What follows belongs to an exercise in optimizing a design on an open flow for small area, a short achievable clock period and few clock cycles; a production flow would make more cautious choices.
Power figures rest on the tool's default switching activity, not on a simulated workload.

Setup of the reference run:
==> module inst_cache, before the edit <==
module inst_cache #(
  parameter int unsigned INC_BITS = 5
) (
  input  logic        clk,
  input  logic        rst,
  input  logic [15:0] instAddr,
  output logic        hit,
  output logic [15:0] instruction,
  output logic        memReq,
  output logic [15:0] memAddr,
  input  logic [15:0] memData,
  input  logic        memReady
);
  logic [15:0] memAddr_q;
  logic [15:0] same;        
  logic [3:0]  nibNe;       
  logic        notReady;    
  logic        loHit, hiSame;
  ic_xnor16 u_same (.a(memAddr_q), .b(instAddr), .y(same));
  ic_nand4  u_ne0  (.a(same[3:0]),   .y(nibNe[0]));
  ic_nand4  u_ne1  (.a(same[7:4]),   .y(nibNe[1]));
  ic_nand4  u_ne2  (.a(same[11:8]),  .y(nibNe[2]));
  ic_nand4  u_ne3  (.a(same[15:12]), .y(nibNe[3]));
  ic_nrdy   u_nrdy (.rst(rst), .ready(memReady), .y(notReady));
  ic_nor3   u_lo   (.a(nibNe[0]), .b(nibNe[1]), .c(notReady), .y(loHit));
  ic_nor2   u_hi   (.a(nibNe[2]), .b(nibNe[3]), .y(hiSame));
  ic_and2   u_hit  (.a(loHit), .b(hiSame), .y(hit));
  assign instruction = memData;
  assign memReq      = !rst;
  assign memAddr     = memAddr_q;
  always_ff @(posedge clk) begin
    memAddr_q <= {instAddr[15:INC_BITS], instAddr[INC_BITS-1:0] + INC_BITS'(hit)};
  end
endmodule
==> module ic_xnor16, before the edit <==
module ic_xnor16 (
  input  logic [15:0] a,
  input  logic [15:0] b,
  output logic [15:0] y
);
  assign y = ~(a ^ b);
endmodule
==> module ic_nor3, before the edit <==
module ic_nor3 (
  input  logic a,
  input  logic b,
  input  logic c,
  output logic y
);
  assign y = ~(a | b | c);
endmodule
==> module ic_and2, before the edit <==
module ic_and2 (
  input  logic a,
  input  logic b,
  output logic y
);
  assign y = a & b;
endmodule
clock: 5.5 ns
lec_check: 0
cap_margin: 20
core_area: 3 3 87 87
cts_buf_list: sky130_fd_sc_hd__clkbuf_4
die_area: 0 0 90 90
setup_slack_margin: 2.3
slew_margin: 20
synth_hierarchical: 1
synth_minimum_keep_size: 0
standard.sh (not shown) runs the stock make flow with config.mk's settings and CLKGATE_MAP_FILE= SYNTH_SCRIPT=/design/flow/synth_recipe.tcl, a recipe that flattens the netlist after the stock synthesis.
==> flow/flow/run.sh <==
#!/bin/bash
# Standard ORFS layout, with the port buffers inserted as the smallest plain
# buffer (sky130_fd_sc_hd__buf_1) so the resizer can size them like any other
# buffer.  make's full output goes to flow_make.log; ORFS's per-step logs stay
# under orfs/logs.
set -euo pipefail
bash standard.sh "BUFFER_PORTS_ARGS=-buffer_cell sky130_fd_sc_hd__buf_1" finish > flow_make.log 2>&1
--- input diff the reference run..the trial run ---
==> flow/design.v <==
module inst_cache #(
  parameter int unsigned INC_BITS = 6
) (
  input  logic        clk,
  input  logic        rst,
  input  logic [15:0] instAddr,
  output logic        hit,
  output logic [15:0] instruction,
  output logic        memReq,
  output logic [15:0] memAddr,
  input  logic [15:0] memData,
  input  logic        memReady
);
  logic [15:0] memAddr_q;
  logic [15:0] diff;        
  logic [3:0]  nibEq;       
  logic        anyDiff;     
  logic        notReady;    
  ic_xor16  u_diff (.a(memAddr_q), .b(instAddr), .y(diff));
  ic_nor4   u_eq0  (.a(diff[3:0]),   .y(nibEq[0]));
  ic_nor4   u_eq1  (.a(diff[7:4]),   .y(nibEq[1]));
  ic_nor4   u_eq2  (.a(diff[11:8]),  .y(nibEq[2]));
  ic_nor4   u_eq3  (.a(diff[15:12]), .y(nibEq[3]));
  ic_nand4  u_ne   (.a(nibEq),       .y(anyDiff));
  ic_nrdy   u_nrdy (.rst(rst), .ready(memReady), .y(notReady));
  ic_nor2   u_hit  (.a(anyDiff), .b(notReady), .y(hit));
  assign instruction = memData;
  assign memReq      = !rst;
  assign memAddr     = memAddr_q;
  always_ff @(posedge clk) begin
    memAddr_q <= {instAddr[15:INC_BITS], instAddr[INC_BITS-1:0] + INC_BITS'(hit)};
  end
endmodule
module ic_xor16 (
  input  logic [15:0] a,
  input  logic [15:0] b,
  output logic [15:0] y
);
  assign y = a ^ b;
endmodule
module ic_nor4 (
  input  logic [3:0] a,
  output logic       y
);
  assign y = ~|a;
endmodule
module ic_nand4 (
  input  logic [3:0] a,
  output logic       y
);
  assign y = ~&a;
endmodule
module ic_nrdy (
  input  logic rst,
  input  logic ready,
  output logic y
);
  assign y = rst | ~ready;
endmodule
module ic_nor2 (
  input  logic a,
  input  logic b,
  output logic y
);
  assign y = ~(a | b);
endmodule
## What came out
The trial run vs. the reference run: total power up about 2.4%; peak fanout along the critical path down 2.
On global-route usage: between the trial run and the reference run, it ends up higher for the trial run.
The trial run vs the reference run, timing startpoint of the critical path: instAddr[10] vs instAddr[2]
The trial run: done, clean on timing, DRC and antenna
The reference run: done, clean on timing, DRC and antenna
Taking the reference run over the trial run, the first-pass GRT wire length ratio works out to 0.935.
Relative to the reference run, the trial run degrades worst hold slack.
Against the reference run, post-synthesis instance total in the trial run rose slightly.
Diff the reference run -> the trial run: net total in the final layout went up, fraction of area in multi-input gates grew by 3.1 points.
No run of this note included a check of the RTL's function; only the layout flow was run.

## the previous run
inst_cache, a different RTL version from the one above (not shown whole).
For scale: ~71 cells after synthesis, ~17 flip-flops, about 69 I/O pins, ~770 µm² of cells after synthesis.
==> module inst_cache, before the edit <==
module inst_cache #(
  parameter int unsigned INC_BITS = 7
) (
  input  logic        clk,
  input  logic        rst,
  input  logic [15:0] instAddr,
  output logic        hit,
  output logic [15:0] instruction,
  output logic        memReq,
  output logic [15:0] memAddr,
  input  logic [15:0] memData,
  input  logic        memReady
);
  logic        act_q;       
  logic [15:0] memAddr_q;
  logic [15:0] same;        
  logic [3:0]  nibNe;       
  logic        notReady;    
  logic        loHit, hiSame;
  ic_xnor16 u_same (.a(memAddr_q), .b(instAddr), .y(same));
  ic_nand4  u_ne0  (.a(same[3:0]),   .y(nibNe[0]));
  ic_nand4  u_ne1  (.a(same[7:4]),   .y(nibNe[1]));
  ic_nand4  u_ne2  (.a(same[11:8]),  .y(nibNe[2]));
  ic_nand4  u_ne3  (.a(same[15:12]), .y(nibNe[3]));
  ic_nand2  u_nrdy (.a(act_q), .b(memReady), .y(notReady));
  ic_nor3   u_lo   (.a(nibNe[0]), .b(nibNe[1]), .c(notReady), .y(loHit));
  ic_nor2   u_hi   (.a(nibNe[2]), .b(nibNe[3]), .y(hiSame));
  ic_and2   u_hit  (.a(loHit), .b(hiSame), .y(hit));
  assign instruction = memData;
  assign memReq      = act_q;
  assign memAddr     = memAddr_q;
  always_ff @(posedge clk or posedge rst) begin
    if (rst) act_q <= 1'b0;
    else     act_q <= 1'b1;
  end
  always_ff @(posedge clk) begin
    memAddr_q <= {instAddr[15:INC_BITS], instAddr[INC_BITS-1:0] + INC_BITS'(hit)};
  end
endmodule
==> flow/config.mk <==
export PLATFORM = sky130hd
export DESIGN_NAME = inst_cache
export DESIGN_NICKNAME = inst_cache
export VERILOG_FILES = /design/flow/design.v
export SDC_FILE = /design/flow/constraint.sdc
export NUM_CORES = 4
export LEC_CHECK = 0
export CAP_MARGIN = 20
export CORE_AREA = 3 3 87 87
export CTS_BUF_LIST = sky130_fd_sc_hd__clkbuf_4
export DIE_AREA = 0 0 90 90
export SETUP_SLACK_MARGIN = 2.3
export SLEW_MARGIN = 20
export SYNTH_HIERARCHICAL = 1
export SYNTH_MINIMUM_KEEP_SIZE = 0
==> flow/constraint.sdc <==
create_clock -name core_clock -period 5.5 [get_ports {clk}]
set_input_delay 1.1000 -clock core_clock [delete_from_list [all_inputs] [get_ports {clk}]]
set_output_delay 1.1000 -clock core_clock [all_outputs]
set_load 0.01 [all_outputs]
Scripts as last shown in full above: flow/flow/run.sh
--- input diff the previous run..the current run ---
--- a/flow/design.v
+++ b/flow/design.v
@@ -1,4 +1,4 @@
 module inst_cache #(
-  parameter int unsigned INC_BITS = 7
+  parameter int unsigned INC_BITS = 5
 ) (
   input  logic        clk,
### Flow results
- Compared with the previous run, the current run shows a clock skew that is 15 ps higher.
- Re met2 track demand over resource: the current run and the previous run aren't equal, and the higher value belongs to the current run.
- Sequential fraction of total cell area in the current run vs the previous run: up 2.2 points
- Cell count after placement ended up about 2.7% lower on the current run than on the previous run.
- In the tables for the current run and the previous run, count of buffers not belonging to the clock network in the layout reads lower with the previous run.
- Summary — average footprint of a synthesized cell, the current run relative to the previous run: higher, by about 1.3%.
- On arrival time at the worst endpoint, the current run and the previous run are neck and neck.
- The lower wire length on met3 came out of the current run.
Function was not checked in any run of this note: the RTL went through the layout flow alone.

## port drivers added, routing unchanged
In the flow no input, the clock included, has a driving cell. The finished layouts below were timed again as built, in two steps.
Step 1 sets driving cells, clkbuf_16 on the clock port and buf_2 on the other inputs (assumed; they add their load-dependent delay and slew).
Step 2 moves the port delays by t, midway between the first and last clock arrival at a register: inputs arrive t later, outputs are due t later. That takes back most of the time a late clock gives input paths.
a / b / c = ideal ports / drivers / drivers and shift; a / b = the first two.
run | t (ns) | setup WS [ns] | worst slew at a driven data input, ns
the reference run | 0.309 | 2.410 / 2.388 / 2.388 | 0.07
the trial run | 0.309 | 2.233 / 2.190 / 2.076 | 0.07
the previous run | 0.312 | 2.394 / 2.361 / 2.361 | 0.06
the current run | 0.314 | 2.399 / 2.374 / 2.374 | 0.06
After both steps every run listed still meets setup and hold. For the trial run, which loses most, drivers alone change the setup slack by -0.043 ns; drivers and shift together by -0.157 ns.
